Optimization exercise on an open flow, not production practice.
RTL: at most simulated, not proved equivalent.
Clock network not from TritonCTS: every run shown here.
The clock port is an ideal driver here.
Power: default activity.

==> design/flow/design.v <==
package lzss_pkg;
    localparam int WINDOW_SIZE = 256;
    localparam int MAX_MATCH   = 5;
    localparam int MIN_MATCH   = 2;
    localparam int NUM_LENGTHS = MAX_MATCH - MIN_MATCH + 1;
    localparam int COUNT_WIDTH = 12;
    localparam int NUM_SLOTS = MAX_MATCH;
    localparam int PART_LEVEL  = 6;
    localparam int PART_BLOCKS = WINDOW_SIZE >> PART_LEVEL;
    typedef struct packed {
        logic [NUM_LENGTHS-1:0][PART_BLOCKS-1:0]                 any;
        logic [NUM_LENGTHS-1:0][PART_BLOCKS-1:0][PART_LEVEL-1:0] idx;
    } match_part_t;
    typedef struct packed {
        logic       is_match;
        logic [7:0] field;
        logic [1:0] len_code;
    } codeword_t;
endpackage
`timescale 1ns/1ps
module lookahead_buffer (
    input  logic        clk,
    input  logic        reset,
    input  logic        in_valid,
    input  logic [7:0]  in_data,
    input  logic        in_last,
    output logic        in_ready,
    input  logic        pop,
    output logic        head_valid,
    output logic [7:0]  head_data,
    output logic        head_last
);
    logic [1:0] count;
    logic [1:0] count_next;
    logic       accept;
    logic [7:0] data1;
    logic       last1;
    assign accept     = in_valid && in_ready;
    assign count_next = count + 2'(accept) - 2'(pop);
    always_ff @(posedge clk or posedge reset) begin
        if (reset) begin
            count      <= 2'd0;
            head_valid <= 1'b0;
            in_ready   <= 1'b1;
        end else begin
            count      <= count_next;
            head_valid <= (count_next != 2'd0);
            in_ready   <= (count_next != 2'd2);
        end
    end
    always_ff @(posedge clk) begin
        if (count == 2'd0 || pop) begin
            if (count == 2'd2) begin
                head_data <= data1;
                head_last <= last1;
            end else begin
                head_data <= in_data;
                head_last <= in_last;
            end
        end
        if (accept && (count == 2'd2 || (count == 2'd1 && !pop))) begin
            data1 <= in_data;
            last1 <= in_last;
        end
    end
endmodule
`timescale 1ns/1ps
module history_window (
    input  logic                    clk,
    input  logic                    reset,
    input  logic                    adv,
    input  logic                    last_byte,
    input  logic [7:0]              new_byte,
    output logic [lzss_pkg::NUM_SLOTS-1:0][lzss_pkg::WINDOW_SIZE-1:0] slots,
    output logic [7:0]              lit_byte
);
    localparam int W  = lzss_pkg::WINDOW_SIZE;
    localparam int NS = lzss_pkg::NUM_SLOTS;
    logic [7:0]   hist [W];
    logic [7:0]   fill;
    logic         full;
    logic [W-1:0] older;
    logic [W-1:0] e_new;
    logic [15:0]  hi_gt, hi_eq, lo_gt;
    always_ff @(posedge clk) begin
        if (adv) begin
            hist[0] <= new_byte;
            for (int i = 1; i < W; i++) begin
                hist[i] <= hist[i-1];
            end
        end
    end
    always_ff @(posedge clk or posedge reset) begin
        if (reset) begin
            fill <= '0;
            full <= 1'b0;
        end else if (adv && last_byte) begin
            fill <= '0;
            full <= 1'b0;
        end else if (adv && !full) begin
            fill <= fill + 1'b1;
            if (fill == 8'd255) begin
                full <= 1'b1;
            end
        end
    end
    always_comb begin
        for (int v = 0; v < 16; v++) begin
            hi_gt[v] = (fill[7:4] > 4'(v));
            hi_eq[v] = (fill[7:4] == 4'(v));
            lo_gt[v] = (fill[3:0] > 4'(v));
        end
        for (int j = 0; j < W; j++) begin
            older[j] = full || hi_gt[j / 16] || (hi_eq[j / 16] && lo_gt[j % 16]);
        end
    end
    always_comb begin
        e_new[0] = 1'b0;
        for (int j = 1; j < W; j++) begin
            e_new[j] = (new_byte == hist[j]) && older[j];
        end
    end
    always_ff @(posedge clk) begin
        if (adv) begin
            slots[0] <= e_new;
            for (int k = 1; k < NS; k++) begin
                slots[k] <= slots[k-1];
            end
        end
    end
    assign lit_byte = hist[NS - 1];
endmodule
`timescale 1ns/1ps
module match_select (
    input  logic [lzss_pkg::NUM_SLOTS-1:0][lzss_pkg::WINDOW_SIZE-1:0] slots,
    output lzss_pkg::match_part_t    part
);
    localparam int W  = lzss_pkg::WINDOW_SIZE;
    localparam int NS = lzss_pkg::NUM_SLOTS;
    localparam int NL = lzss_pkg::NUM_LENGTHS;
    localparam int PL = lzss_pkg::PART_LEVEL;
    logic [W-1:0]          run [lzss_pkg::MAX_MATCH];
    logic [NL-1:0][W-1:0]  by_off;
    always_comb begin
        run[0] = slots[NS-1];
        for (int k = 1; k < lzss_pkg::MAX_MATCH; k++) begin
            run[k] = run[k-1] & slots[NS-1-k];
        end
    end
    always_comb begin
        for (int l = 0; l < NL; l++) begin
            by_off[l] = '0;
            for (int d = 0; d + l + 1 < W; d++) begin
                by_off[l][d] = run[l + 1][d + l + 1];
            end
        end
    end
    genvar g;
    generate
        for (g = 0; g < NL; g++) begin : g_pe
            lowest_set #(.LO(0), .HI(PL)) u_low (
                .any_i (by_off[g]),
                .idx_i ('0),
                .any_o (part.any[g]),
                .idx_o (part.idx[g])
            );
        end
    endgenerate
endmodule
module lowest_set #(
    parameter int LO = 0,
    parameter int HI = 8
) (
    input  logic [(256>>LO)-1:0]               any_i,
    input  logic [(256>>LO)-1:0][LO > 0 ? LO-1 : 0:0] idx_i,
    output logic [(256>>HI)-1:0]               any_o,
    output logic [(256>>HI)-1:0][HI-1:0]       idx_o
);
    logic [255:0]      a [9];
    logic [255:0][7:0] x [9];
    always_comb begin
        for (int s = 0; s <= 8; s++) begin
            for (int i = 0; i < 256; i++) begin
                a[s][i] = 1'b0;
                x[s][i] = '0;
            end
        end
        for (int i = 0; i < (256 >> LO); i++) begin
            a[LO][i] = any_i[i];
            x[LO][i] = (LO > 0) ? 8'(idx_i[i]) : 8'd0;
        end
        for (int s = LO + 1; s <= HI; s++) begin
            for (int i = 0; i < (256 >> s); i++) begin
                a[s][i] = a[s-1][2*i] | a[s-1][2*i+1];
                x[s][i] = x[s-1][2*i];
                if (!a[s-1][2*i]) begin
                    x[s][i] = x[s-1][2*i+1];
                    x[s][i][s-1] = 1'b1;
                end
            end
        end
        for (int i = 0; i < (256 >> HI); i++) begin
            any_o[i] = a[HI][i];
            idx_o[i] = x[HI][i][HI-1:0];
        end
    end
endmodule
module match_finish (
    input  lzss_pkg::match_part_t    part,
    input  logic [7:0]               lit_byte,
    output lzss_pkg::codeword_t      cand,
    output logic [2:0]               cand_len
);
    localparam int NL = lzss_pkg::NUM_LENGTHS;
    localparam int PL = lzss_pkg::PART_LEVEL;
    logic [NL-1:0]        hit;
    logic [NL-1:0]        top_any;
    logic [NL-1:0][7:0]   off;
    always_comb begin
        for (int l = 0; l < NL; l++) begin
            hit[l] = |part.any[l];
        end
    end
    genvar g;
    generate
        for (g = 0; g < NL; g++) begin : g_top
            lowest_set #(.LO(PL), .HI(8)) u_top (
                .any_i (part.any[g]),
                .idx_i (part.idx[g]),
                .any_o (top_any[g]),
                .idx_o (off[g])
            );
        end
    endgenerate
    always_comb begin
        cand.is_match = hit[0];
        cand.field    = hit[3] ? off[3] :
                        hit[2] ? off[2] :
                        hit[1] ? off[1] :
                        hit[0] ? off[0] : lit_byte;
        cand.len_code = hit[3] ? 2'd3 :
                        hit[2] ? 2'd2 :
                        hit[1] ? 2'd1 : 2'd0;
        cand_len      = hit[3] ? 3'd5 :
                        hit[2] ? 3'd4 :
                        hit[1] ? 3'd3 :
                        hit[0] ? 3'd2 : 3'd1;
    end
endmodule
`timescale 1ns/1ps
module encode_control (
    input  logic                                clk,
    input  logic                                reset,
    input  logic                                head_valid,
    input  logic                                head_last,
    output logic                                adv,
    output logic                                last_byte,
    input  lzss_pkg::match_part_t               part,
    input  logic [7:0]                          lit_byte,
    output logic                                out_valid,
    input  logic                                out_ready,
    output lzss_pkg::codeword_t                 out_codeword,
    output logic [lzss_pkg::COUNT_WIDTH-1:0]    enc_num,
    output logic                                finish
);
    localparam int NS = lzss_pkg::NUM_SLOTS;
    logic           seen_last;
    logic [2:0]     pad_cnt;
    logic           flushing;
    logic [NS-1:0]  slot_real;
    logic signed [3:0] uncov;
    logic signed [3:0] uncov_next;
    logic              done_next;
    logic                   r_valid;
    lzss_pkg::match_part_t  r_part;
    logic [7:0]             r_lit;
    lzss_pkg::codeword_t    r_cw;
    logic [2:0]             r_len;
    logic [2:0]             skip;
    logic [2:0]             skip_next;
    logic                   skip_nz;
    logic                   push;
    logic                   room;
    logic [3:0]             r_hit;
    logic [1:0]           ocount;
    lzss_pkg::codeword_t  o0_in;
    logic                 o0_load;
    logic [1:0]           ocount_next;
    lzss_pkg::codeword_t  o1;
    lzss_pkg::codeword_t  o2;
    logic                 pop;
    match_finish u_finish (
        .part     (r_part),
        .lit_byte (r_lit),
        .cand     (r_cw),
        .cand_len (r_len)
    );
    assign last_byte = head_valid && head_last;
    always_comb begin
        for (int l = 0; l < 4; l++) begin
            r_hit[l] = |r_part.any[l];
        end
    end
    assign push = r_valid && !skip_nz;
    assign room = (ocount == 2'd0) || (ocount == 2'd1) || (ocount == 2'd2 && !push);
    assign adv  = (head_valid || flushing) && room;
    assign pop         = out_valid && out_ready;
    assign o0_load     = pop || (ocount == 2'd0);
    assign o0_in       = (ocount == 2'd0 || (ocount == 2'd1 && push)) ? r_cw : o1;
    assign ocount_next = ocount + 2'(push) - 2'(pop);
    always_comb begin
        skip_next = skip;
        if (r_valid) begin
            if (skip_nz) begin
                skip_next = skip - 1'b1;
            end else begin
                skip_next = r_hit[3] ? 3'd4 :
                            r_hit[2] ? 3'd3 :
                            r_hit[1] ? 3'd2 :
                            r_hit[0] ? 3'd1 : 3'd0;
            end
        end
    end
    logic signed [3:0] u_minus [6];
    logic signed [3:0] u_plus1;
    logic              in_pos;
    assign in_pos = adv && head_valid;
    always_comb begin
        for (int k = 0; k < 6; k++) begin
            u_minus[k] = uncov - 4'(k);
        end
        u_plus1 = uncov + 4'sd1;
        if (!push) begin
            uncov_next = in_pos ? u_plus1 : uncov;
            done_next  = in_pos ? (uncov <= -4'sd1) : (uncov <= 4'sd0);
        end else if (in_pos) begin
            uncov_next = r_hit[3] ? u_minus[4] :
                         r_hit[2] ? u_minus[3] :
                         r_hit[1] ? u_minus[2] :
                         r_hit[0] ? u_minus[1] : u_minus[0];
            done_next  = r_hit[3] ? (uncov <= 4'sd4) :
                         r_hit[2] ? (uncov <= 4'sd3) :
                         r_hit[1] ? (uncov <= 4'sd2) :
                         r_hit[0] ? (uncov <= 4'sd1) : (uncov <= 4'sd0);
        end else begin
            uncov_next = r_hit[3] ? u_minus[5] :
                         r_hit[2] ? u_minus[4] :
                         r_hit[1] ? u_minus[3] :
                         r_hit[0] ? u_minus[2] : u_minus[1];
            done_next  = r_hit[3] ? (uncov <= 4'sd5) :
                         r_hit[2] ? (uncov <= 4'sd4) :
                         r_hit[1] ? (uncov <= 4'sd3) :
                         r_hit[0] ? (uncov <= 4'sd2) : (uncov <= 4'sd1);
        end
    end
    always_ff @(posedge clk or posedge reset) begin
        if (reset) begin
            seen_last <= 1'b0;
            flushing  <= 1'b0;
            pad_cnt   <= '0;
            slot_real <= '0;
            uncov     <= '0;
            r_valid   <= 1'b0;
            skip      <= '0;
            skip_nz   <= 1'b0;
            ocount    <= '0;
            out_valid <= 1'b0;
            enc_num   <= '0;
            finish    <= 1'b0;
        end else begin
            r_valid <= adv && slot_real[NS-1];
            if (adv) begin
                slot_real <= {slot_real[NS-2:0], head_valid};
                if (head_valid && head_last) begin
                    seen_last <= 1'b1;
                    flushing  <= 1'b1;
                end
                if (flushing) begin
                    pad_cnt <= pad_cnt + 1'b1;
                    if (pad_cnt == 3'(NS - 1)) begin
                        flushing <= 1'b0;
                    end
                end
            end
            uncov     <= uncov_next;
            skip      <= skip_next;
            skip_nz   <= (skip_next != 3'd0);
            ocount    <= ocount_next;
            out_valid <= (ocount_next != 2'd0);
            if (pop) begin
                enc_num <= enc_num + 1'b1;
            end
            if (seen_last && done_next && ocount_next == 2'd0) begin
                finish <= 1'b1;
            end
        end
    end
    always_ff @(posedge clk) begin
        r_part <= part;
        r_lit  <= lit_byte;
        if (o0_load) begin
            out_codeword <= o0_in;
        end
        if ((pop && ocount == 2'd2 && push) || (!pop && ocount == 2'd1 && push)) begin
            o1 <= r_cw;
        end else if (pop && ocount == 2'd3) begin
            o1 <= o2;
        end
        if ((pop && ocount == 2'd3 && push) || (!pop && ocount == 2'd2 && push)) begin
            o2 <= r_cw;
        end
    end
endmodule
`timescale 1ns/1ps
module lzss_encoder (
    input  logic                                clk,
    input  logic                                reset,
    input  logic                                in_valid,
    input  logic [7:0]                          in_data,
    input  logic                                in_last,
    output logic                                in_ready,
    output logic                                out_valid,
    input  logic                                out_ready,
    output lzss_pkg::codeword_t                 out_codeword,
    output logic [lzss_pkg::COUNT_WIDTH-1:0]    enc_num,
    output logic                                finish
);
    logic                 head_valid;
    logic [7:0]           head_data;
    logic                 head_last;
    logic                 adv;
    logic                 last_byte;
    logic [lzss_pkg::NUM_SLOTS-1:0][lzss_pkg::WINDOW_SIZE-1:0] slots;
    logic [7:0]           lit_byte;
    lzss_pkg::match_part_t part;
    lookahead_buffer u_lookahead (
        .clk        (clk),
        .reset      (reset),
        .in_valid   (in_valid),
        .in_data    (in_data),
        .in_last    (in_last),
        .in_ready   (in_ready),
        .pop        (adv && head_valid),
        .head_valid (head_valid),
        .head_data  (head_data),
        .head_last  (head_last)
    );
    history_window u_history (
        .clk       (clk),
        .reset     (reset),
        .adv       (adv),
        .last_byte (last_byte),
        .new_byte  (head_data),
        .slots     (slots),
        .lit_byte  (lit_byte)
    );
    match_select u_select (
        .slots    (slots),
        .part     (part)
    );
    encode_control u_control (
        .clk          (clk),
        .reset        (reset),
        .head_valid   (head_valid),
        .head_last    (head_last),
        .adv          (adv),
        .last_byte    (last_byte),
        .part         (part),
        .lit_byte     (lit_byte),
        .out_valid    (out_valid),
        .out_ready    (out_ready),
        .out_codeword (out_codeword),
        .enc_num      (enc_num),
        .finish       (finish)
    );
endmodule
`timescale 1ns/1ps
module lzss_top (
    input  logic        clk,
    input  logic        reset,
    input  logic        in_valid,
    input  logic [7:0]  in_data,
    input  logic        in_last,
    output logic        in_ready,
    output logic        out_valid,
    input  logic        out_ready,
    output logic        out_is_match,
    output logic [7:0]  out_field,
    output logic [1:0]  out_len_code,
    output logic [11:0] enc_num,
    output logic        finish
);
    lzss_pkg::codeword_t  out_codeword;
    lzss_encoder u_enc (
        .clk          (clk),
        .reset        (reset),
        .in_valid     (in_valid),
        .in_data      (in_data),
        .in_last      (in_last),
        .in_ready     (in_ready),
        .out_valid    (out_valid),
        .out_ready    (out_ready),
        .out_codeword (out_codeword),
        .enc_num      (enc_num),
        .finish       (finish)
    );
    assign out_is_match = out_codeword.is_match;
    assign out_field    = out_codeword.field;
    assign out_len_code = out_codeword.len_code;
endmodule
==> design/flow/flow/run.sh <==
#!/bin/bash
# The standard layout, except in the cts step: flow/mycts.tcl, sourced there
# through ORFS's PRE_CTS_TCL hook, stands in for the clock_tree_synthesis
# command. It builds a three-level clock tree of clkbuf_16 over recursive
# bisection clusters of the flip-flops, and rebuilds the buffer tree of the
# history's advance enable the same way (flow/myfanout.tcl). Before that it
# moves each register that drives an output port next to the port's buffer
# (flow/pullout.tcl). The rest of the
# cts step (legalisation, timing repair) and all other steps are unchanged.
set -o pipefail
export PRE_CTS_TCL="$PWD/flow/mycts.tcl"
export MYCTS_LEAF=20
export MYCTS_MID=4
bash standard.sh finish > standard.log 2>&1
==> design/flow/flow/mycts.tcl <==
# Clock tree built here in place of TritonCTS: the sinks are split recursively
# (alternating on the longer side, by count) into leaf clusters of at most
# MYCTS_LEAF sinks; each leaf cluster gets a clkbuf_16 at its centroid, each
# group of leaves at split depth MYCTS_MID a middle clkbuf_16, and each of
# the 4 groups at split depth 2 a root clkbuf_16 driven by the clock port.
# The buffer tree of the history's advance enable is rebuilt the same way.
# Before that, each register driving an output port's buffer is moved next to
# the buffer (pullout.tcl); the cts step's legalisation then places it.

proc mycts_centroid {items} {
  set sx 0; set sy 0
  foreach it $items { set sx [expr {$sx + [lindex $it 1]}]; set sy [expr {$sy + [lindex $it 2]}] }
  set n [llength $items]
  return [list [expr {$sx / $n}] [expr {$sy / $n}]]
}

# items: {name x y ...}; k: leaves wanted; returns list of {path items}
proc mycts_split {items k path} {
  if {$k <= 1} { return [list [list $path $items]] }
  set xs {}; set ys {}
  foreach it $items { lappend xs [lindex $it 1]; lappend ys [lindex $it 2] }
  set xs [lsort -integer $xs]; set ys [lsort -integer $ys]
  set ax [expr {([lindex $xs end] - [lindex $xs 0]) >= ([lindex $ys end] - [lindex $ys 0]) ? 1 : 2}]
  set items [lsort -integer -index $ax $items]
  set k1 [expr {$k / 2}]
  set k2 [expr {$k - $k1}]
  set n [llength $items]
  set n1 [expr {int(round(double($n) * $k1 / $k))}]
  set a [lrange $items 0 [expr {$n1 - 1}]]
  set b [lrange $items $n1 end]
  return [concat [mycts_split $a $k1 ${path}0] [mycts_split $b $k2 ${path}1]]
}

proc mycts_build {} {
  set block [ord::get_db_block]
  set db [ord::get_db]
  set master [$db findMaster sky130_fd_sc_hd__clkbuf_16]
  set leafmax [expr {[info exists ::env(MYCTS_LEAF)] ? $::env(MYCTS_LEAF) : 24}]
  set middepth [expr {[info exists ::env(MYCTS_MID)] ? $::env(MYCTS_MID) : 4}]
  set src [lindex [get_property [lindex [all_clocks] 0] sources] 0]
  set clknet [[$block findBTerm [get_name $src]] getNet]
  set sinks {}
  foreach it [$clknet getITerms] {
    set inst [$it getInst]
    set bb [$inst getBBox]
    lappend sinks [list $it [expr {([$bb xMin] + [$bb xMax]) / 2}] [expr {([$bb yMin] + [$bb yMax]) / 2}]]
  }
  set n [llength $sinks]
  set k [expr {($n + $leafmax - 1) / $leafmax}]
  # whole groups below the root and middle levels
  set p 1
  while {$p < $k} { set p [expr {$p * 2}] }
  set leaves [mycts_split $sinks $k ""]
  puts "mycts: $n sinks, [llength $leaves] leaf clusters"
  set nb 0
  array set kids {}
  foreach leaf $leaves {
    lassign $leaf path items
    lassign [mycts_centroid $items] x y
    set b [odb::dbInst_create $block $master "clkbuf_leaf_$path"]
    $b setLocation $x $y
    $b setPlacementStatus PLACED
    set net [odb::dbNet_create $block "clknet_leaf_$path"]
    $net setSigType CLOCK
    [$b findITerm X] connect $net
    foreach it $items {
      set iterm [lindex $it 0]
      $iterm disconnect
      $iterm connect $net
    }
    incr nb
    set up [string range $path 0 [expr {$middepth - 1}]]
    lappend kids(m$up) [list $b $x $y]
  }
  foreach key [lsort [array names kids m*]] {
    set up [string range $key 1 end]
    lassign [mycts_centroid $kids($key)] x y
    set b [odb::dbInst_create $block $master "clkbuf_mid_$up"]
    $b setLocation $x $y
    $b setPlacementStatus PLACED
    set net [odb::dbNet_create $block "clknet_mid_$up"]
    $net setSigType CLOCK
    [$b findITerm X] connect $net
    foreach c $kids($key) { [[lindex $c 0] findITerm A] connect $net }
    incr nb
    lappend kids(r[string range $up 0 1]) [list $b $x $y]
  }
  foreach key [lsort [array names kids r*]] {
    set up [string range $key 1 end]
    lassign [mycts_centroid $kids($key)] x y
    set b [odb::dbInst_create $block $master "clkbuf_root_$up"]
    $b setLocation $x $y
    $b setPlacementStatus PLACED
    set net [odb::dbNet_create $block "clknet_root_$up"]
    $net setSigType CLOCK
    [$b findITerm X] connect $net
    foreach c $kids($key) { [[lindex $c 0] findITerm A] connect $net }
    [$b findITerm A] connect $clknet
    incr nb
  }
  $clknet setSigType CLOCK
  puts "mycts: inserted $nb clock buffers"
  set_propagated_clock [all_clocks]
}

if {[info commands clock_tree_synthesis] ne ""} {
  rename clock_tree_synthesis mycts_tritoncts
}
source [file join [file dirname [info script]] myfanout.tcl]
source [file join [file dirname [info script]] pullout.tcl]

proc clock_tree_synthesis {args} {
  # Registers that drive output ports sit next to their port buffers
  pull_out_regs
  mycts_build
  # The history's advance enable reaches every history and slot register
  set pin [lindex [get_pins -hierarchical {u_enc.u_history.hist*/DE}] 0]
  if {$pin ne ""} {
    set net [[ord::get_db_block] findNet [get_full_name [get_nets -of_objects $pin]]]
    mft_rebuild $net adv 24 8 4
  }
}
==> design/flow/flow/myfanout.tcl <==
# Rebuilds the buffer tree of a high-fanout signal net: the buffers already on
# it are removed, its sinks are split recursively into clusters, and a tree of
# buffers is built bottom-up from the cluster centroids.

proc mft_is_buf {inst} {
  return [regexp {^sky130_fd_sc_hd__(buf|clkbuf)_[0-9]+$} [[$inst getMaster] getName]]
}

proc mft_out_net {inst} {
  foreach it [$inst getITerms] {
    if {[$it isOutputSignal]} { return [$it getNet] }
  }
  return ""
}

proc mft_in_iterm {inst} {
  foreach it [$inst getITerms] {
    if {[$it isInputSignal]} { return $it }
  }
  return ""
}

# Net at the root of the buffer tree that net belongs to
proc mft_root {net} {
  while {1} {
    set drv ""
    foreach it [$net getITerms] {
      if {[$it isOutputSignal]} { set drv [$it getInst] }
    }
    if {$drv eq "" || ![mft_is_buf $drv]} { return $net }
    set net [[mft_in_iterm $drv] getNet]
  }
}

proc mft_collect {net} {
  set sinks {}
  set bufs {}
  foreach it [$net getITerms] {
    if {[$it isOutputSignal]} { continue }
    set inst [$it getInst]
    if {[mft_is_buf $inst]} {
      lappend bufs $inst
      lassign [mft_collect [mft_out_net $inst]] s b
      set sinks [concat $sinks $s]
      set bufs [concat $bufs $b]
    } else {
      lappend sinks $it
    }
  }
  return [list $sinks $bufs]
}

proc mft_rebuild {net tag leafn upn topn} {
  set block [ord::get_db_block]
  set db [ord::get_db]
  set root [mft_root $net]
  lassign [mft_collect $root] sinks bufs
  foreach b $bufs {
    set on [mft_out_net $b]
    foreach it [$b getITerms] { if {[$it getNet] ne ""} { $it disconnect } }
    odb::dbInst_destroy $b
    if {$on ne "" && $on ne $root} { odb::dbNet_destroy $on }
  }
  set items {}
  foreach it $sinks {
    if {[$it getNet] ne ""} { $it disconnect }
    set bb [[$it getInst] getBBox]
    lappend items [list $it [expr {([$bb xMin] + [$bb xMax]) / 2}] [expr {([$bb yMin] + [$bb yMax]) / 2}]]
  }
  puts "myfanout: net [$root getName]: [llength $sinks] sinks, removed [llength $bufs] buffers"
  set level 0
  set groupn $leafn
  set nb 0
  while {[llength $items] > $topn} {
    set k [expr {([llength $items] + $groupn - 1) / $groupn}]
    set next {}
    set master [$db findMaster [expr {$level == 0 ? "sky130_fd_sc_hd__buf_4" : "sky130_fd_sc_hd__buf_8"}]]
    foreach grp [mycts_split $items $k ""] {
      lassign $grp path members
      lassign [mycts_centroid $members] x y
      set name "mft_${tag}_${level}_$path"
      set b [odb::dbInst_create $block $master $name]
      $b setLocation $x $y
      $b setPlacementStatus PLACED
      set n [odb::dbNet_create $block "${name}_net"]
      [$b findITerm X] connect $n
      foreach m $members { [lindex $m 0] connect $n }
      lappend next [list [$b findITerm A] $x $y]
      incr nb
    }
    set items $next
    set groupn $upn
    incr level
  }
  foreach m $items { [lindex $m 0] connect $root }
  puts "myfanout: inserted $nb buffers in $level levels"
}
==> design/flow/flow/pullout.tcl <==
# Moves each register that drives an output port's buffer next to that buffer.
proc pull_out_regs {} {
  set block [ord::get_db_block]
  set moved 0
  foreach bt [$block getBTerms] {
    if {[$bt getIoType] ne "OUTPUT"} { continue }
    set pnet [$bt getNet]
    if {$pnet eq "NULL" || $pnet eq ""} { continue }
    # driver of the port net: the output buffer
    set buf ""
    foreach it [$pnet getITerms] { if {[$it isOutputSignal]} { set buf [$it getInst] } }
    if {$buf eq ""} { continue }
    set a ""
    foreach it [$buf getITerms] { if {[$it isInputSignal]} { set a $it } }
    if {$a eq ""} { continue }
    set inet [$a getNet]
    set ff ""
    foreach it [$inet getITerms] { if {[$it isOutputSignal]} { set ff [$it getInst] } }
    if {$ff eq "" || ![string match "*df*" [[$ff getMaster] getName]]} { continue }
    set bb [$buf getBBox]
    $ff setLocation [$bb xMin] [$bb yMin]
    incr moved
  }
  puts "pull_out_regs: moved $moved registers"
}
==> design/flow/standard.sh <==
#!/bin/bash
# synth_recipe.tcl (not shown) runs the flow's synth.tcl, then flattens the netlist and writes it again
# the make line also repeats each setting of config.mk as NAME=value (left out here)
make -C /OpenROAD-flow-scripts/flow DESIGN_CONFIG=/design/flow/config.mk WORK_HOME=/design/flow/orfs CLKGATE_MAP_FILE= SYNTH_SCRIPT=/design/flow/synth_recipe.tcl "${@:-finish}"
==> design/flow/config.mk <==
export PLATFORM = sky130hd
export DESIGN_NAME = lzss_top
export DESIGN_NICKNAME = lzss_top
export VERILOG_FILES = /design/flow/design.v
export SDC_FILE = /design/flow/constraint.sdc
export NUM_CORES = 8
export LEC_CHECK = 0
export CAP_MARGIN = 40
export CORE_MARGIN = 2
export CORE_UTILIZATION = 40
export SETUP_SLACK_MARGIN = 4.5
export SLEW_MARGIN = 20
==> design/flow/constraint.sdc <==
create_clock -name core_clock -period 7.0 [get_ports {clk}]
set_input_delay 1.4000 -clock core_clock [delete_from_list [all_inputs] [get_ports {clk}]]
set_output_delay 1.4000 -clock core_clock [all_outputs]
set_load 0.01 [all_outputs]
==> results.json, run 1 <==
{
  "outcome": "finished clean",
  "crit_path_max_fanout": 2,
  "synth-seq-cells": 3542,
  "place.gp.congestion": 0.968,
  "p_int_uw": 50400,
  "yosysTopAreaCell": "edfxtp_1",
  "rsz0062_at_grt": "yes",
  "p_sw_uw": 32400,
  "synth-main-ff-cell": "edfxtp_1",
  "die_width_um": 615,
  "ys_types": 94,
  "peakVddDrop_mv": 0.294,
  "coreArea_mm2": 0.372,
  "slowest_delay_ps": 550,
  "synth_top_area_share_pct": 67.8,
  "viasPerCell": 5.79,
  "syn_to_final_growth_pct": 12.1,
  "layout.nets": 10600,
  "final_max_slew_viol_count": 0,
  "cp_data_required_time_ps": 5600,
  "cts.clk_slew.worst_paths_ps": 90,
  "fmax_mhz": 369,
  "yosysWarnings": 15,
  "dieArea_mm2": 0.378,
  "ant_nets": 0,
  "drt-total-wl_mm": 414,
  "grt_overflow": 0,
  "fin_skew_ps": 42.9,
  "path_delay_family": "flip-flops",
  "hp-class": "flip-flop to flip-flop",
  "antenna_found_initial": 21,
  "cp.arrival_ps": 1310,
  "async_flop_share_pct": 1.36,
  "finalHoldViolCount": 0,
  "synth_edf_count": 3374,
  "min_period_over_period_pct": 38.7,
  "rows": 224,
  "slew_headroom_pct": 35.2,
  "path_cells": "buf_6",
  "grt_max_degree": 87,
  "syn-cell-area_mm2": 0.149,
  "fin_area_mm2": 0.168,
  "dr.pass1.iters": 8,
  "critPathCaptureType": "primary output",
  "worst_pin_slew_ps": 972,
  "avgSynthCellArea_um2": 14.7,
  "hpwl_mm": 268,
  "chipHeight_um": 615,
  "postPlaceCellArea_mm2": 0.157,
  "setup_violations": 0,
  "synthTopCellsByArea": "edfxtp_1, xnor2_1, nand4_1",
  "totalPowerFinal_uw": 82800,
  "yosysSeqAreaShare_pct": 70.2,
  "swShare_pct": 39.1,
  "portBuffers": 38,
  "p_comb_share_pct": 39.6,
  "maxCapViolations": 0,
  "clock_latency_ps": 660,
  "drt-initial-drc-count": 10500,
  "cts_hold_buffers": 0,
  "wire_per_inst_um": 26.7,
  "grt_usage_pct": 20.8,
  "syn_nets": 10200,
  "grt_pass1_wl_mm": 592,
  "instances_no_fill": 15500,
  "worst_setup_path_start_kind": "flip-flop",
  "setup_tns_ps": 0,
  "vias": 89700,
  "numPlacedInstances": 15000,
  "first_global_vias": 86200,
  "fin_crit_ps": 2710,
  "p_per_area_mw_per_mm2": 494,
  "crit_slowest_cell": "dfstp_2",
  "route.detailed.drc": 0,
  "layout-drive-gt1-share_pct": 10.2,
  "initial_core_util_pct": 40.2,
  "p_leak_uw": 0.0521,
  "seqPwrFrac_pct": 46.6,
  "path_class": "flip-flop to primary output",
  "clkPwrFrac_pct": 13.9,
  "io_pins": 39,
  "path_buf_inv": 1,
  "synthCells": 10200
}
-- power by group through the flow --
stage	Combinational (µW)	Sequential (µW)	Clock, µW
final	32700	38500	11500
after global routing	34800	39200	12400
after CTS	31000	38300	11700
after detailed placement	27800	38900	0
after global placement	27200	38600	0
after floorplan	10700	29300	0
-- area by class of cell --
class                   instances  area (µm²)
diodes                          7        17.5
plain buffers                 358        7830
fillers                     32500      204000
inverters                      95         375
multi-input cells            6189       44500
flip-flops and latches       3542      105000
well taps                    4972        6220
repair buffers                325        3560
-- flip-flops by register name (all words and copies together) (netlist names), 2 cells and up --
register and cells:
u_enc.u_control.r_part 112, u_enc.u_history.fill 8, u_enc.u_lookahead.count 2, u_enc.u_control.o1 11, u_enc.u_control.out_codeword 11, u_enc.u_lookahead.data1 8, u_enc.u_control.r_lit 8, u_enc.u_control.enc_num 12
u_enc.u_control.ocount 2, u_enc.u_control.slot_real 5, u_enc.u_control.o2 11, u_enc.u_control.uncov 4, u_enc.u_control.skip 3, u_enc.u_control.pad_cnt 3, u_enc.u_lookahead.head_data 8, u_enc.u_history.slots 1275
u_enc.u_history.hist 2048
-- stage by stage --
stage | util [%] | hold WS, ps | setup WS, ps
floorplan | - | 386 | -44450
global placement | 42.0 | 401 | 2920
detailed placement | 42.1 | 406 | 3100
CTS | 44.4 | 429 | 4240
global route | 45.0 | 436 | 4240
finish | 45.0 | 428 | 4290
-- placed cells by master (no fill, tap or decap), types with 125 or more instances in the layout --
cell type	netlist	final
nor2_1	239	210
edfxtp_1	3374	3374
xnor2_1	1901	1899
clkbuf_16	0	201
and4_1	183	171
buf_12	0	125
nor3_1	292	272
a21oi_1	408	383
nand3_1	318	302
buf_4	0	195
xor2_1	165	165
and3_1	178	166
o21ai_0	174	160
nand2_1	593	581
nand4_1	623	623
-- cell families (layout without fill, tap and decap cells) --
| family | count (synthesis) | after routing | synth area share [%] |
|---|---|---|---|
| xor gates and xnor gates | 2066 | 2066 | 12.1 |
| DFF | 3542 | 3542 | 70.2 |
| AOI/OAI and AO/OA | 1299 | 1299 | 5.81 |
| muxes | 64 | 64 | 0.449 |
| buffers and inverters | 459 | 778 | 1.19 |
| and+or+nand+nor | 2734 | 2734 | 9.99 |
| other | 0 | 7 | 0 |
| adders and majority gates | 26 | 26 | 0.218 |
-- synthesized netlist by cell type, types with 39 or more instances --
cell / count
dfxtp_1: 120
and4_1: 183
xor2_1: 165
and2_1: 39
and3_1: 178
nand2b_1: 47
mux2i_1: 40
a21oi_1: 408
edfxtp_1: 3374
a22oi_1: 96
nand2_1: 593
buf_2: 40
nand3_1: 318
nor2_1: 239
dfrtp_1: 47
nand4_1: 623
clkbuf_1: 197
a32oi_1: 55
o21ai_0: 174
buf_1: 126
nor4_1: 72
o211ai_1: 51
inv_1: 93
xnor2_1: 1901
nor3_1: 292
nor2b_1: 42
a31oi_1: 88
-- repair_timing --
action	4_1_cts	5_1_grt
setup endpoints to repair	3725	3491
gates cloned	11	3
buffers inserted	78	77
resized for setup	547	406
pin swaps	41	58
-- routing by layer --
metal / global-route usage, % / share of wire [%] / up-vias
li1: - / - / 39400
met1: 29.8 / 43 / 46300
met2: 33.5 / 47 / 3386
met3: 2.37 / 6.9 / 535
met4: 5.58 / 3.3 / 6
met5: 0 / 0.043 / -
-- path summary, 6_finish.rpt --
kind | depth (start not counted) | slack, ps | to | start
worst max-delay path | 1 | 4290 | in_ready | u_enc.u_lookahead.in_ready
worst min-delay path | 0 | 430 | u_enc.u_history.hist[1][6] | u_enc.u_history.hist[0][6]
worst max register to register | 5 | 4460 | u_enc.u_control.r_part[104] | u_enc.u_history.slots[1083]
worst min register to register | 0 | 430 | u_enc.u_history.hist[1][6] | u_enc.u_history.hist[0][6]
max in group asynchronous | 3 | 5080 | u_enc.u_history.fill[3] | reset
min in group asynchronous | 3 | 1290 | u_enc.u_control.enc_num[1] | reset
Testbench counts, summed over its fixed seeds: cycles 8,778, bytes 8,594.
==> run 2, diff against run 1 <==
--- a/design/flow/design.v
+++ b/design/flow/design.v
@@ -35,7 +35,7 @@
     logic       accept;
     logic [7:0] data1;
     logic       last1;
-    assign accept     = in_valid && in_ready;
+    assign accept     = in_valid && (count != 2'd2);
     assign count_next = count + 2'(accept) - 2'(pop);
     always_ff @(posedge clk or posedge reset) begin
         if (reset) begin
==> run 2 against run 1 <==
Sequential power is 29% higher; combinational power rose by 16%; cell area is 0.47% lower; register-to-register slack worse by 140 ps; largest cell class unchanged.
==> results.json, run 2 <==
{
  "setup_violations": 0,
  "slowest_delay_ps": 540,
  "coreArea_mm2": 0.369,
  "layout.nets": 10600,
  "synth-main-ff-cell": "edfxtp_1",
  "initial_core_util_pct": 40.2,
  "fin_crit_ps": 2690,
  "fin_skew_ps": 42.1,
  "yosysWarnings": 15,
  "top_register": "u_enc.u_history.hist",
  "route.detailed.drc": 0,
  "maxCapViolations": 0,
  "grt_overflow": 0,
  "worst_setup_path_start_kind": "flip-flop",
  "antenna_found_initial": 17,
  "syn_nets": 10200,
  "chipHeight_um": 613,
  "fin_ws_ps": 4310,
  "worst_pin_slew_ps": 1100,
  "p_per_area_mw_per_mm2": 593,
  "min_period_over_period_pct": 38.4,
  "fillers": 32200,
  "cp_data_required_time_ps": 5600,
  "layout-drive-gt1-share_pct": 11.8,
  "layout_common_cells": "edfxtp_1, xnor2_1, nand2_1",
  "multi_input_area_mm2": 0.0442,
  "avgSynthCellArea_um2": 14.7,
  "cts_hold_buffers": 0,
  "yosysTopAreaCell": "edfxtp_1",
  "ff_latch_area_mm2": 0.105,
  "die_width_um": 613,
  "place.gp.congestion": 1.03,
  "rsz0062_at_grt": "yes",
  "peakVddDrop_mv": 0.332,
  "dieArea_mm2": 0.376,
  "post-place-ws_ps": 3360,
  "synth_top_area_share_pct": 68.2,
  "slew_headroom_pct": 26.9,
  "reg_top3": "u_enc.u_history.hist x2048, u_enc.u_history.slots x1275, u_enc.u_control.r_part x112",
  "syn_to_final_growth_pct": 12.3,
  "cts.clk_slew.worst_paths_ps": 90,
  "fmax_mhz": 372,
  "drt-initial-drc-count": 10200,
  "synthMostInstantiatedCell": "edfxtp_1",
  "wire_per_inst_um": 26.5,
  "vias": 89200,
  "critPathCaptureType": "primary output",
  "drt-total-wl_mm": 411,
  "yosys-top-cells-count": "edfxtp_1, xnor2_1, nand2_1",
  "setup_tns_ps": 0,
  "path_delay_family": "flip-flops",
  "largest_register_ffs": 2048,
  "grt_pass1_wl_mm": 591,
  "synthCells": 10100,
  "synth_edf_count": 3374,
  "viasPerCell": 5.76,
  "grt_max_degree": 78,
  "hpwl_mm": 263,
  "synth-seq-cells": 3542,
  "first_global_vias": 85900,
  "ant_nets": 0,
  "clock_latency_ps": 660,
  "yosysSeqAreaShare_pct": 70.7,
  "ys_types": 92,
  "portBuffers": 38,
  "path_cells": "buf_6",
  "crit_slowest_cell": "dfstp_2",
  "final_core_util_pct": 45.2,
  "dr.pass1.iters": 6,
  "path_class": "flip-flop to primary output",
  "rows": 223,
  "hp-class": "flip-flop to flip-flop",
  "cp.arrival_ps": 1290,
  "final_max_slew_viol_count": 0,
  "synthTopCellsByArea": "edfxtp_1, xnor2_1, nand4_1",
  "final_common_cell": "edfxtp_1",
  "grt_usage_pct": 21.0,
  "finalHoldViolCount": 0,
  "p_leak_uw": 0.0559,
  "syn-cell-area_mm2": 0.148,
  "async_flop_share_pct": 1.36,
  "path_buf_inv": 1,
  "crit_path_max_fanout": 1,
  "io_pins": 39,
  "outcome": "finished clean"
}
==> run 2: stage by stage <==
stage          std cells  hold slack (ps)  cell area [µm²]  power, µW
6_report           15500              424           167000      98800
5_1_grt            15500              430           167000     103000
4_1_cts            15400              424           165000      97500
3_5_place_dp       14900              406           156000      82400
3_3_place_gp       14900              401           155000      81600
2_1_floorplan      10100              386           149000      68500
==> run 2: area by class of cell <==
type | instances | area share [%]
Buffer | 358 | 3.99
Sequential cell | 3542 | 63.0
Multi-Input combinational cell | 6129 | 26.5
Timing Repair Buffer | 415 | 2.57
Antenna cell | 10 | 0.0150
Tap cell | 4950 | 3.71
Inverter | 97 | 0.240
==> run 2: path summary, 6_finish.rpt <==
check	to	slack [ps]	from	depth (start not counted)
min reg2reg	u_enc.u_history.hist[1][3]	420	u_enc.u_history.hist[0][3]	0
min	u_enc.u_history.hist[1][3]	420	u_enc.u_history.hist[0][3]	0
max in group asynchronous	u_enc.u_history.fill[2]	5120	reset	3
max	in_ready	4310	u_enc.u_lookahead.in_ready	1
min in group asynchronous	u_enc.u_control.enc_num[3]	1250	reset	3
max reg2reg	u_enc.u_control.r_part[37]	4320	u_enc.u_history.slots[1156]	8
==> run 2: metal layers <==
| layer | GRT usage, % | vias to the layer above | share of wire (%) |
|---|---|---|---|
| li1 | - | 39200 | - |
| met1 | 30.2 | 46000 | 44 |
| met2 | 33.5 | 3484 | 46 |
| met3 | 2.91 | 601 | 7.3 |
| met4 | 5.22 | 10 | 3.2 |
| met5 | 0 | - | 0.045 |
==> run 2: kinds of logic (layout without fill, tap and decap cells) <==
family                   after synthesis  in the layout  share of synthesized area (%)
buffers and inverters                444            870                           1.13
other                                  0             10                              0
multiplexers                          44             44                          0.314
AO/OA/AOI/OAI                       1324           1324                           5.81
adder cells (fa/ha/maj)               26             26                          0.219
XOR/XNOR                            2067           2067                           12.2
flip-flops                          3542           3542                           70.7
AND/OR/NAND/NOR                     2668           2668                           9.65
==> run 2: timing repair <==
| action | in CTS | in global routing |
|---|---|---|
| gates cloned | 12 | 2 |
| setup endpoints to repair | 3755 | 2395 |
| pin swaps | 71 | 96 |
| gates resized for setup | 567 | 246 |
| setup buffers | 124 | 120 |
==> run 2: report_power, final <==
group / total [µW] / internal (µW) / switching (µW)
combinational: 37900 / 15100 / 22900
sequential: 49500 / 40300 / 9190
clock: 11400 / 5030 / 6410
total: 98800 / 60300 / 38500
Testbench counts of run 2, summed over its fixed seeds: cycles 8,778, bytes 8,594.
==> run 3, diff against run 2 <==
--- a/design/flow/config.mk
+++ b/design/flow/config.mk
@@ -8,5 +8,6 @@
 export CAP_MARGIN = 40
 export CORE_MARGIN = 2
 export CORE_UTILIZATION = 40
+export GPL_TIMING_DRIVEN = 0
 export SETUP_SLACK_MARGIN = 4.5
 export SLEW_MARGIN = 20
==> run 3 against run 2 <==
Cell count rose by 3.8%; global-route usage is 5.2 points higher; combinational power up 24%; utilization rose by 2.5 points; hold slack improved by 1.7 ps; sequential share of layout area down 3.3 points; fmax shrank 2.2%; synthesized cell count is the same; cell area grew 5.5%; first-iteration DRC count up 37%; die area unchanged.
==> results.json, run 3 <==
{
  "vias": 96500,
  "rsz0062_at_grt": "yes",
  "crit_slowest_cell": "or4_4",
  "setup_tns_ps": 0,
  "critPathCaptureType": "flip-flop",
  "yosysWarnings": 15,
  "syn-cell-area_mm2": 0.148,
  "slowest_delay_ps": 540,
  "synthTopCellsByArea": "edfxtp_1, xnor2_1, nand4_1",
  "viasPerCell": 6.00,
  "synth_top_area_share_pct": 68.2,
  "syn_nets": 10200,
  "min_period_over_period_pct": 39.3,
  "io_pins": 39,
  "p_leak_uw": 0.0609,
  "fin_hold_ws_ps": 425,
  "setup_violations": 0,
  "maxCapViolations": 0,
  "p_int_uw": 64400,
  "instances_no_fill": 16100,
  "coreArea_mm2": 0.369,
  "layout-drive-gt1-share_pct": 18.2,
  "swShare_pct": 40.6,
  "largest_register_ffs": 2048,
  "totalPowerFinal_uw": 108000,
  "cts_hold_buffers": 0,
  "syn_to_final_growth_pct": 18.4,
  "crit_path_max_fanout": 2,
  "dieArea_mm2": 0.376,
  "layout.nets": 11100,
  "p_comb_share_pct": 43.4,
  "synth-seq-cells": 3542,
  "hpwl_mm": 363,
  "grt_overflow": 0,
  "portBuffers": 38,
  "worst_setup_path_start_kind": "flip-flop",
  "worstRegToRegCells": 8,
  "route.detailed.drc": 0,
  "synth_edf_count": 3374,
  "slew_headroom_pct": 42.4,
  "ys_types": 92,
  "fin_area_mm2": 0.176,
  "synthCells": 10100,
  "grt_usage_pct": 26.2,
  "fin_skew_ps": 54.5,
  "drt-initial-drc-count": 14000,
  "die_width_um": 613,
  "ant_nets": 0,
  "antenna_found_initial": 45,
  "clock_latency_ps": 690,
  "peakVddDrop_mv": 0.333,
  "finalHoldViolCount": 0,
  "dr.pass1.iters": 10,
  "cp_common_cell": "or3_4",
  "yosysSeqAreaShare_pct": 70.7,
  "path_cells": "and3_4 > nand2b_4 > or3_4 > or3_4 > or3_4 > nand2b_4 > or4_4 > o21ai_4",
  "p_sw_uw": 44100,
  "async_flop_share_pct": 1.36,
  "grt_pass1_wl_mm": 696,
  "final_max_slew_viol_count": 0,
  "place.gp.congestion": 0.968,
  "cts.clk_slew.worst_paths_ps": 80,
  "fmax_mhz": 363,
  "wire_per_inst_um": 31.8,
  "fin_crit_ps": 2750,
  "seqPwrFrac_pct": 45.9,
  "p_per_area_mw_per_mm2": 617,
  "outcome": "finished clean",
  "worst_pin_slew_ps": 863,
  "drt-total-wl_mm": 512,
  "yosys-top-cells-count": "edfxtp_1, xnor2_1, nand2_1",
  "hp-class": "flip-flop to flip-flop",
  "avgSynthCellArea_um2": 14.7,
  "cp_data_required_time_ps": 7590,
  "synthMostInstantiatedCell": "edfxtp_1",
  "yosysTopAreaCell": "edfxtp_1",
  "layout_common_cells": "edfxtp_1, xnor2_1, nand2_1",
  "rows": 223,
  "hold_path_depth": 0,
  "reg_top3": "u_enc.u_history.hist x2048, u_enc.u_history.slots x1275, u_enc.u_control.r_part x112",
  "first_global_vias": 90600,
  "path_class": "flip-flop to flip-flop",
  "initial_core_util_pct": 40.2,
  "top_register": "u_enc.u_history.hist",
  "cp.arrival_ps": 3340,
  "chipHeight_um": 613,
  "grt_max_degree": 38,
  "final_common_cell": "edfxtp_1",
  "postPlaceCellArea_mm2": 0.159,
  "clkPwrFrac_pct": 10.7,
  "synth-main-ff-cell": "edfxtp_1",
  "numPlacedInstances": 15300
}
run 3: final cells by class:
| cell class | instances | area, µm² |
|---|---|---|
| inverters | 97 | 402 |
| fillers | 31400 | 193000 |
| diodes | 29 | 72.6 |
| flip-flops and latches | 3542 | 105000 |
| repair buffers | 634 | 6820 |
| multi-input cells | 6129 | 46300 |
| well taps | 4950 | 6190 |
| plain buffers | 704 | 11100 |
run 3: repair_timing:
item                       4_1_cts  5_1_grt
gates resized for setup       1373      670
cloned                           3        1
setup endpoints to repair     3768     3523
setup buffers                  239      147
pin swaps                      181      172
run 3: power groups by stage:
stage	combinational [µW]	sequential (µW)	clock [µW]
detailed placement	38100	49700	0
global placement	32400	48400	0
floorplan	21700	46800	0
CTS	43300	49300	11800
global route	48800	50600	12400
finish	47000	49700	11700
run 3: logic make-up (layout without fill, tap and decap cells):
group	Yosys count	in the layout	share of synthesized area, %
adder cells (fa/ha/maj)	26	26	0.219
multiplexers	44	44	0.314
XOR/XNOR	2067	2067	12.2
AND/OR/NAND/NOR	2668	2668	9.65
AO/OA/AOI/OAI	1324	1324	5.81
other	0	29	0
buffers and inverters	444	1435	1.13
flip-flops	3542	3542	70.7
run 3: per-layer routing:
metal / up-vias / part of all wire, % / GRT usage (%)
met4: 16 / 6.4 / 13.8
li1: 40400 / - / -
met2: 5711 / 45 / 40.1
met3: 1048 / 11 / 5.44
met1: 49400 / 38 / 35.1
met5: - / 0.021 / 0
run 3: critical path: cells and delay by family (launching register included):
kind             cells  cell delay, ps
AND/OR/NAND/NOR      7            2100
flip-flops           1             420
AO/OA/AOI/OAI        1             170
run 3: final timing paths:
check,start,end,slack [ps]
setup / recovery,u_enc.u_history.slots[1156],u_enc.u_control.r_part[37],4250
max in group asynchronous,reset,u_enc.u_history.fill[0],5480
hold / removal,u_enc.u_history.hist[0][1],u_enc.u_history.hist[1][1],430
min in group asynchronous,reset,u_enc.u_control.enc_num[2],970
setup reg to reg,u_enc.u_history.slots[1156],u_enc.u_control.r_part[37],4250
hold reg to reg,u_enc.u_history.hist[0][1],u_enc.u_history.hist[1][1],430
run 3: per-stage QoR:
step / util [%] / setup slack (ps)
final: 47.6 / 4250
after global routing: 47.6 / 4200
after CTS: 46.6 / 4210
after detailed placement: 43.1 / 2280
after global placement: 42.0 / -6750
after floorplan: - / -3080
==> run 4, diff against run 3 <==
--- a/design/flow/flow/run.sh
+++ b/design/flow/flow/run.sh
@@ -9,6 +9,6 @@
 # cts step (legalisation, timing repair) and all other steps are unchanged.
 set -o pipefail
 export PRE_CTS_TCL="$PWD/flow/mycts.tcl"
-export MYCTS_LEAF=20
+export MYCTS_LEAF=24
 export MYCTS_MID=4
 bash standard.sh finish > standard.log 2>&1
--- a/design/flow/config.mk
+++ b/design/flow/config.mk
@@ -8,6 +8,5 @@
 export CAP_MARGIN = 40
 export CORE_MARGIN = 2
 export CORE_UTILIZATION = 40
-export GPL_TIMING_DRIVEN = 0
-export SETUP_SLACK_MARGIN = 4.5
+export SETUP_SLACK_MARGIN = 4.4
 export SLEW_MARGIN = 20
==> run 4 against run 3 <==
First-iteration DRC count down 30%; utilization is 3.1 points lower; register-to-register slack improved by 60 ps; highest routed layer unchanged; total power shrank 11%; routed wire length fell by 21%; sequential share of layout area increased by 4.2 points; area after synthesis did not move; setup slack improved by 57 ps; flip-flop and latch count unchanged; global-route usage fell by 5.7 points; still clean; via count decreased by 8.5%; clock skew decreased by 14 ps.
==> results.json, run 4 <==
{
  "top_register": "u_enc.u_history.hist",
  "synth_top_area_share_pct": 68.2,
  "wire_per_inst_um": 26.2,
  "cts_hold_buffers": 0,
  "cp_data_required_time_ps": 7360,
  "fin_crit_ps": 2690,
  "cts.clk_slew.worst_paths_ps": 90,
  "setup_tns_ps": 0,
  "dieArea_mm2": 0.376,
  "first_global_vias": 84900,
  "path_cells": "inv_1 > nor2_2 > a22oi_1 > a21o_1 > o21ai_2",
  "syn_to_final_growth_pct": 10.7,
  "synthCells": 10100,
  "grt_usage_pct": 20.5,
  "reg2reg_from": "u_enc.u_control.r_part[109]",
  "grt_max_degree": 78,
  "antenna_found_initial": 16,
  "yosysSeqAreaShare_pct": 70.7,
  "grt_overflow": 0,
  "path_buf_inv": 1,
  "ys_types": 92,
  "final_max_slew_viol_count": 0,
  "yosysWarnings": 15,
  "slew_headroom_pct": 29.7,
  "die_width_um": 613,
  "dr.pass1.iters": 8,
  "syn_nets": 10200,
  "portBuffers": 38,
  "layout.nets": 10500,
  "instances_no_fill": 15400,
  "synth-main-ff-cell": "edfxtp_1",
  "p_comb_share_pct": 37.9,
  "peakVddDrop_mv": 0.346,
  "io_pins": 39,
  "hpwl_mm": 263,
  "swShare_pct": 39.0,
  "coreArea_mm2": 0.369,
  "outcome": "finished clean",
  "layout-drive-gt1-share_pct": 9.90,
  "async_flop_share_pct": 1.36,
  "yosysTopAreaCell": "edfxtp_1",
  "rows": 223,
  "yosys-top-cells-count": "edfxtp_1, xnor2_1, nand2_1",
  "largest_register_ffs": 2048,
  "min_period_over_period_pct": 38.5,
  "synthMostInstantiatedCell": "edfxtp_1",
  "viasPerCell": 5.74,
  "drt-total-wl_mm": 404,
  "grt_pass1_wl_mm": 580,
  "synthTopCellsByArea": "edfxtp_1, xnor2_1, nand4_1",
  "finalHoldViolCount": 0,
  "crit_slowest_cell": "a22oi_1",
  "syn-cell-area_mm2": 0.148,
  "numPlacedInstances": 14900,
  "crit_path_max_fanout": 6,
  "worst_pin_slew_ps": 1050,
  "layout_common_cells": "edfxtp_1, xnor2_1, nand2_1",
  "hp-class": "flip-flop to flip-flop",
  "route.detailed.drc": 0,
  "drt-initial-drc-count": 9787,
  "rsz0062_at_grt": "yes",
  "fin_skew_ps": 40.1,
  "cp.arrival_ps": 3050,
  "avgSynthCellArea_um2": 14.7,
  "initial_core_util_pct": 40.2,
  "chipHeight_um": 613,
  "place.gp.congestion": 1.03,
  "holdCritStartpoint": "u_enc.u_history.hist[0][3]",
  "p_per_area_mw_per_mm2": 588,
  "maxCapViolations": 0,
  "ant_nets": 0,
  "fmax_mhz": 371,
  "worst_setup_path_start_kind": "flip-flop",
  "synth-seq-cells": 3542,
  "p_int_uw": 58900,
  "reg_top3": "u_enc.u_history.hist x2048, u_enc.u_history.slots x1275, u_enc.u_control.r_part x112",
  "setup_violations": 0,
  "critPathCaptureType": "flip-flop",
  "seqPwrFrac_pct": 51.1,
  "synth_edf_count": 3374,
  "path_class": "flip-flop to flip-flop",
  "final_common_cell": "edfxtp_1",
  "p_leak_uw": 0.0548,
  "p_sw_uw": 37700,
  "crit_path_start": "u_enc.u_control.r_part[109]",
  "slowest_delay_ps": 830,
  "clkPwrFrac_pct": 10.9,
  "vias": 88300,
  "clock_latency_ps": 650,
  "path_delay_family": "compound AO/OA/AOI/OAI gates"
}
-- run 4: cell counts after synthesis --
Identical to the previous run, type by type.
-- run 4: power groups by stage --
| stage | Clock [µW] | Sequential, µW | Combinational, µW |
|---|---|---|---|
| finish | 10600 | 49400 | 36600 |
| global route | 11500 | 50600 | 39200 |
| CTS | 10800 | 49100 | 35500 |
| detailed placement | 0 | 49500 | 32900 |
| global placement | 0 | 49200 | 32300 |
| floorplan | 0 | 46800 | 21700 |
-- run 4: cell type report --
type	instances	area, µm²
Inverter	97	383
Tap cell	4950	6190
Buffer	328	5820
Antenna cell	5	12.5
Sequential cell	3542	105000
Multi-Input combinational cell	6129	43600
Fill cell	32400	205000
Timing Repair Buffer	339	3370
-- run 4: worst reg2reg max path, stage by stage, from the launching register on --
cell,delay [ps]
dfxtp_2,430
inv_1,410
nor2_2,170
a22oi_1,830
a21o_1,400
o21ai_2,180
-- run 4: layer usage --
| metal | track usage (%) | wire, µm | vias up |
|---|---|---|---|
| li1 | - | - | 38900 |
| met1 | 29.7 | 178000 | 45600 |
| met5 | 0 | 148 | - |
| met4 | 5.08 | 12500 | 14 |
| met2 | 32.6 | 185000 | 3217 |
| met3 | 2.77 | 28100 | 572 |
-- run 4: metrics by stage --
step	hold slack (ps)	utilization [%]	power [µW]	setup slack, ps	area (µm²)
finish	426	44.5	96600	4310	164000
detailed placement	406	42.2	82400	3360	156000
CTS	426	44.1	95400	4210	163000
global route	434	44.5	101000	4260	164000
global placement	401	42.1	81600	2890	155000
floorplan	386	-	68500	-3080	149000
-- run 4: worst paths after layout --
path                                                    to  slack, ps  cells past startpoint
setup / recovery           u_enc.u_control.out_codeword[2]       4310                      5
hold / removal                  u_enc.u_history.hist[1][3]        430                      0
setup reg to reg           u_enc.u_control.out_codeword[2]       4310                      5
hold reg to reg                 u_enc.u_history.hist[1][3]        430                      0
max in group asynchronous          u_enc.u_history.fill[3]       5110                      3
min in group asynchronous       u_enc.u_control.enc_num[3]       1270                      3
-- run 4: repair_timing --
action                                  in CTS  in global routing
gates cloned                                 4                  4
pin swaps                                   42                 64
resized for setup                          427                182
endpoints found under the setup margin    3728               3136
buffers inserted                            75                 98
-- run 4: logic make-up (layout without fill, tap and decap cells) --
| family | after synthesis | after routing | synth area share (%) |
|---|---|---|---|
| muxes | 44 | 44 | 0.314 |
| and+or+nand+nor | 2668 | 2668 | 9.65 |
| xor gates and xnor gates | 2067 | 2067 | 12.2 |
| DFF | 3542 | 3542 | 70.7 |
| other | 0 | 5 | 0 |
| adders and majority gates | 26 | 26 | 0.219 |
| buffers and inverters | 444 | 764 | 1.13 |
| AOI/OAI and AO/OA | 1324 | 1324 | 5.81 |
==> run 5, diff against run 4 <==
--- a/design/flow/flow/run.sh
+++ b/design/flow/flow/run.sh
@@ -9,6 +9,6 @@
 # cts step (legalisation, timing repair) and all other steps are unchanged.
 set -o pipefail
 export PRE_CTS_TCL="$PWD/flow/mycts.tcl"
-export MYCTS_LEAF=24
+export MYCTS_LEAF=20
 export MYCTS_MID=4
 bash standard.sh finish > standard.log 2>&1
--- a/design/flow/config.mk
+++ b/design/flow/config.mk
@@ -7,6 +7,6 @@
 export LEC_CHECK = 0
 export CAP_MARGIN = 40
 export CORE_MARGIN = 2
-export CORE_UTILIZATION = 40
+export CORE_UTILIZATION = 50
 export SETUP_SLACK_MARGIN = 4.4
 export SLEW_MARGIN = 20
==> run 5 against run 4 <==
Sequential share of layout area rose by 0.48 points; register-to-register slack got worse by 50 ps; flip-flop and latch count is the same; total power is 0.23% lower; cell area decreased by 0.75%; highest routed layer unchanged; clock power up 8%; global-route usage up 5.3 points; via count shrank 0.44%; setup slack worse by 52 ps; hold slack worse by 2.7 ps; largest cell class unchanged; synthesized cell count stayed put.
==> results.json, run 5 <==
{
  "outcome": "finished clean",
  "worst_setup_path_start_kind": "flip-flop",
  "yosys-top-cells-count": "edfxtp_1, xnor2_1, nand2_1",
  "drt-initial-drc-count": 10000,
  "cts.clk_slew.worst_paths_ps": 80,
  "wire_per_inst_um": 27.9,
  "yosysWarnings": 15,
  "yosysSeqAreaShare_pct": 70.7,
  "grt_pass1_wl_mm": 579,
  "numPlacedInstances": 13900,
  "grt_usage_pct": 25.8,
  "yosysTopAreaCell": "edfxtp_1",
  "seqPwrFrac_pct": 51.1,
  "final_common_cell": "edfxtp_1",
  "initial_core_util_pct": 50.2,
  "layout_common_cells": "edfxtp_1, xnor2_1, nand2_1",
  "dr.pass1.iters": 6,
  "vias": 87900,
  "top_register": "u_enc.u_history.hist",
  "cp_data_required_time_ps": 7410,
  "hpwl_mm": 264,
  "p_leak_uw": 0.0549,
  "finalHoldViolCount": 0,
  "clock_latency_ps": 660,
  "viasPerCell": 6.12,
  "p_int_uw": 59200,
  "fin_skew_ps": 40.5,
  "route.detailed.drc": 0,
  "synthTopCellsByArea": "edfxtp_1, xnor2_1, nand4_1",
  "min_period_over_period_pct": 39.2,
  "chipHeight_um": 549,
  "hp-class": "flip-flop to flip-flop",
  "p_per_area_mw_per_mm2": 591,
  "syn_nets": 10200,
  "setup_violations": 0,
  "rows": 200,
  "fmax_mhz": 364,
  "instances_no_fill": 14400,
  "avgSynthCellArea_um2": 14.7,
  "synthCells": 10100,
  "final_max_slew_viol_count": 0,
  "cp.arrival_ps": 3150,
  "met2_usage_pct": 40.2,
  "grtUsageMet3_pct": 3.59,
  "p_comb_share_pct": 37.0,
  "p_sw_uw": 37200,
  "die_width_um": 549,
  "path_class": "flip-flop to flip-flop",
  "clkPwrFrac_pct": 11.9,
  "peakVddDrop_mv": 0.352,
  "grt_busiest_layer": "met2",
  "ant_nets": 0,
  "coreArea_mm2": 0.296,
  "met1_usage_pct": 38.0,
  "reg_top3": "u_enc.u_history.hist x2048, u_enc.u_history.slots x1275, u_enc.u_control.r_part x112",
  "first_global_vias": 85000,
  "layout.nets": 10500,
  "largest_register_ffs": 2048,
  "grt_overflow": 0,
  "synth_top_area_share_pct": 68.2,
  "worst_pin_slew_ps": 1070,
  "place.gp.congestion": 0.965,
  "critPathCaptureType": "flip-flop",
  "syn_to_final_growth_pct": 9.84,
  "grt_max_degree": 74,
  "syn-cell-area_mm2": 0.148,
  "multi_input_area_mm2": 0.0433,
  "fin_crit_ps": 2750,
  "dieArea_mm2": 0.301,
  "reg2reg_slack_ps": 4250,
  "ff_latch_area_mm2": 0.105,
  "synth_edf_count": 3374,
  "portBuffers": 38,
  "synth-seq-cells": 3542,
  "fillers": 23800,
  "ys_types": 92,
  "drt-total-wl_mm": 400,
  "antenna_found_initial": 22,
  "synth-main-ff-cell": "edfxtp_1",
  "swShare_pct": 38.6,
  "synthMostInstantiatedCell": "edfxtp_1",
  "maxCapViolations": 0,
  "crit_path_max_fanout": 6,
  "layout-drive-gt1-share_pct": 9.33,
  "slew_headroom_pct": 28.5,
  "io_pins": 39,
  "final_core_util_pct": 55.1,
  "async_flop_share_pct": 1.36,
  "rsz0062_at_grt": "yes"
}
## run 5: cell counts after synthesis
Identical to the previous run, type by type.
## run 5: power groups by stage
stage / clock network (µW) / registers (µW) / logic, µW
2_1_floorplan: 0 / 46800 / 21700
3_5_place_dp: 0 / 49300 / 32700
5_1_grt: 12400 / 50400 / 38300
3_3_place_gp: 0 / 49000 / 32200
6_report: 11500 / 49300 / 35700
4_1_cts: 11700 / 49000 / 35100
## run 5: path summary, 6_finish.rpt
kind,start,to,cells past startpoint
max in group asynchronous,reset,u_enc.u_history.fill[5],3
min,u_enc.u_history.hist[0][6],u_enc.u_history.hist[1][6],0
max,u_enc.u_control.r_part[109],u_enc.u_control.o1[6],5
min reg2reg,u_enc.u_history.hist[0][6],u_enc.u_history.hist[1][6],0
min in group asynchronous,reset,u_enc.u_control.enc_num[9],3
max reg2reg,u_enc.u_control.r_part[109],u_enc.u_control.o1[6],5
## run 5: per-layer routing
| metal | part of all wire [%] | up-vias |
|---|---|---|
| met5 | 0.060 | - |
| met4 | 3.3 | 14 |
| met3 | 7.2 | 519 |
| met2 | 45 | 3213 |
| met1 | 44 | 45300 |
| li1 | - | 38900 |
## run 5: cell families after synthesis
kind of cell | Yosys count | share of synthesized area [%]
buf+inv | 444 | 1.13
simple gates | 2668 | 9.65
compound gates | 1324 | 5.81
xor+xnor | 2067 | 12.2
mux | 44 | 0.314
flops | 3542 | 70.7
fa+ha+maj | 26 | 0.219
## run 5: through the flow
| stage | setup WS [ps] | power [µW] | setup TNS (ps) | hold slack, ps | cell area [µm²] |
|---|---|---|---|---|---|
| detailed placement | 3100 | 82000 | 0 | 405 | 155000 |
| finish | 4250 | 96400 | 0 | 424 | 163000 |
| CTS | 4260 | 95800 | 0 | 423 | 162000 |
| global placement | 1680 | 81200 | 0 | 401 | 154000 |
| global route | 4260 | 101000 | 0 | 432 | 163000 |
| floorplan | -3080 | 68500 | -8463630 | 386 | 149000 |
## run 5: worst max-delay path, stage by stage, from the launching register on
cell	delay, ps
dfxtp_1	490
inv_1	380
nor2_2	170
a22oi_1	840
a22oi_2	290
mux2_2	340
## run 5: repair_timing
action	in CTS	in global routing
hold endpoints to repair	0	0
cloned	11	1
endpoints found under the setup margin	3669	255
pin swaps	38	46
gates resized for setup	333	178
hold buffers	0	0
setup buffers	75	35
## run 5: area by class of cell
cell class / instances / area share, %
multi-input combinational: 6129 / 26.6
buffer: 358 / 3.92
inverter: 97 / 0.235
antenna: 11 / 0.0169
timing repair buffer: 291 / 1.90
sequential: 3542 / 64.4
tap: 3939 / 3.02
==> run 6, diff against run 5 <==
--- a/design/flow/config.mk
+++ b/design/flow/config.mk
@@ -7,6 +7,7 @@
 export LEC_CHECK = 0
 export CAP_MARGIN = 40
 export CORE_MARGIN = 2
-export CORE_UTILIZATION = 50
+export CORE_UTILIZATION = 40
 export SETUP_SLACK_MARGIN = 4.4
 export SLEW_MARGIN = 20
+export TNS_END_PERCENT = 10
==> run 6 against run 5 <==
Sequential share of layout area fell by 0.57 points; first-iteration DRC count fell by 2.9%; cell count rose by 7.1%; synthesized cell count did not move; hold slack got worse by 1.5 ps; flip-flop and latch count did not move; cell area rose by 0.90%; fmax rose by 2.0%; clock skew rose by 6.7 ps; critical endpoint is now in_ready; largest power group unchanged.
==> results.json, run 6 <==
{
  "fillers": 32400,
  "grt_overflow": 0,
  "synth-main-ff-cell": "edfxtp_1",
  "syn_nets": 10200,
  "place.gp.congestion": 1.03,
  "setup_violations": 0,
  "worst_setup_path_start_kind": "flip-flop",
  "crit_slowest_cell": "dfstp_2",
  "ff_latch_area_mm2": 0.105,
  "fin_crit_ps": 2690,
  "avgSynthCellArea_um2": 14.7,
  "top_register": "u_enc.u_history.hist",
  "instances_no_fill": 15400,
  "fin_skew_ps": 47.2,
  "cp.arrival_ps": 1290,
  "multi_input_area_mm2": 0.0435,
  "yosysWarnings": 15,
  "hp-class": "flip-flop to flip-flop",
  "ant_nets": 0,
  "p_per_area_mw_per_mm2": 590,
  "grt_max_degree": 91,
  "synthTopCellsByArea": "edfxtp_1, xnor2_1, nand4_1",
  "grt_pass1_wl_mm": 579,
  "cts.clk_slew.worst_paths_ps": 90,
  "slew_headroom_pct": 28.1,
  "layout-drive-gt1-share_pct": 9.73,
  "totalPowerFinal_uw": 97200,
  "rsz0062_at_grt": "yes",
  "syn_to_final_growth_pct": 10.8,
  "rows": 223,
  "wire_per_inst_um": 26.3,
  "portBuffers": 38,
  "syn-cell-area_mm2": 0.148,
  "synthMostInstantiatedCell": "edfxtp_1",
  "synth_edf_count": 3374,
  "grt_usage_pct": 20.5,
  "layout_common_cells": "edfxtp_1, xnor2_1, nand2_1",
  "io_pins": 39,
  "final_core_util_pct": 44.6,
  "clock_latency_ps": 660,
  "p_leak_uw": 0.0549,
  "crit_path_max_fanout": 1,
  "synth-seq-cells": 3542,
  "slowest_delay_ps": 540,
  "antenna_found_initial": 18,
  "path_buf_inv": 1,
  "viasPerCell": 5.73,
  "largest_register_ffs": 2048,
  "worst_pin_slew_ps": 1080,
  "async_flop_share_pct": 1.36,
  "vias": 88200,
  "maxCapViolations": 0,
  "finalHoldViolCount": 0,
  "path_class": "flip-flop to primary output",
  "initial_core_util_pct": 40.2,
  "ys_types": 92,
  "yosys-top-cells-count": "edfxtp_1, xnor2_1, nand2_1",
  "path_delay_family": "flip-flops",
  "peakVddDrop_mv": 0.318,
  "synth_top_area_share_pct": 68.2,
  "drt-total-wl_mm": 404,
  "numPlacedInstances": 14900,
  "fin_hold_ws_ps": 422,
  "layout.nets": 10500,
  "dr.pass1.iters": 7,
  "coreArea_mm2": 0.369,
  "synthCells": 10100,
  "outcome": "finished clean",
  "critPathCaptureType": "primary output",
  "hpwl_mm": 263,
  "die_width_um": 613
}
[run 6: path summary, 6_finish.rpt]
path                                       startpoint                    endpoint  slack [ps]  cells after the start
setup / recovery           u_enc.u_lookahead.in_ready                    in_ready        4310                      1
hold / removal               u_enc.u_history.slots[3]  u_enc.u_history.slots[259]         420                      0
setup reg to reg           u_enc.u_history.slots[900]  u_enc.u_control.r_part[37]        4310                      8
hold reg to reg              u_enc.u_history.slots[3]  u_enc.u_history.slots[259]         420                      0
max in group asynchronous                       reset     u_enc.u_history.fill[2]        5100                      3
min in group asynchronous                       reset  u_enc.u_control.enc_num[3]        1250                      3
[run 6: logic make-up (layout without fill, tap and decap cells)]
group / Yosys count / count (layout) / share of synthesized area, %
adders and majority gates: 26 / 26 / 0.219
muxes: 44 / 44 / 0.314
buffers and inverters: 444 / 762 / 1.13
other: 0 / 10 / 0
DFF: 3542 / 3542 / 70.7
AOI/OAI and AO/OA: 1324 / 1324 / 5.81
and+or+nand+nor: 2668 / 2668 / 9.65
xor gates and xnor gates: 2067 / 2067 / 12.2
[run 6: cell type report]
cell class                 instances  area share (%)
sequential                      3542            63.8
multi-input combinational       6129            26.5
timing repair buffer             307            1.86
tap                             4950            3.76
inverter                          97           0.230
antenna                           10          0.0152
buffer                           358            3.89
[run 6: metrics by stage]
step / setup TNS [ps] / instance area [µm²] / setup WS (ps)
after CTS: 0 / 163000 / 4210
after global placement: 0 / 155000 / 2890
after detailed placement: 0 / 156000 / 3360
after global routing: 0 / 165000 / 4260
final: 0 / 165000 / 4310
after floorplan: -8463630 / 149000 / -3080
[run 6: power by group]
part	internal (µW)	switching [µW]	total, µW
clock network	5030	6400	11400
logic	14100	22200	36300
registers	40300	9180	49500
[run 6: routing by layer]
| layer | up-vias | track usage (%) | wire length, µm |
|---|---|---|---|
| met5 | - | 0 | 57 |
| met4 | 8 | 4.69 | 12100 |
| met3 | 563 | 2.86 | 28800 |
| met2 | 3307 | 32.6 | 186000 |
| met1 | 45400 | 29.7 | 177000 |
| li1 | 38900 | - | - |
[run 6: repair_timing]
| item | 4_1_cts | 5_1_grt |
|---|---|---|
| setup endpoints to repair | 3726 | 3278 |
| pin swaps | 22 | 69 |
| cloned | 3 | 6 |
| buffers inserted | 52 | 87 |
| gates resized for setup | 267 | 260 |

Setup slack of run 6, layout unchanged: 4.307 ns with ideal ports, 4.096 ns with driving cells assumed (clock clkbuf_16, inputs buf_2), 3.855 ns with port delays also shifted by the 0.853 ns mid clock arrival.
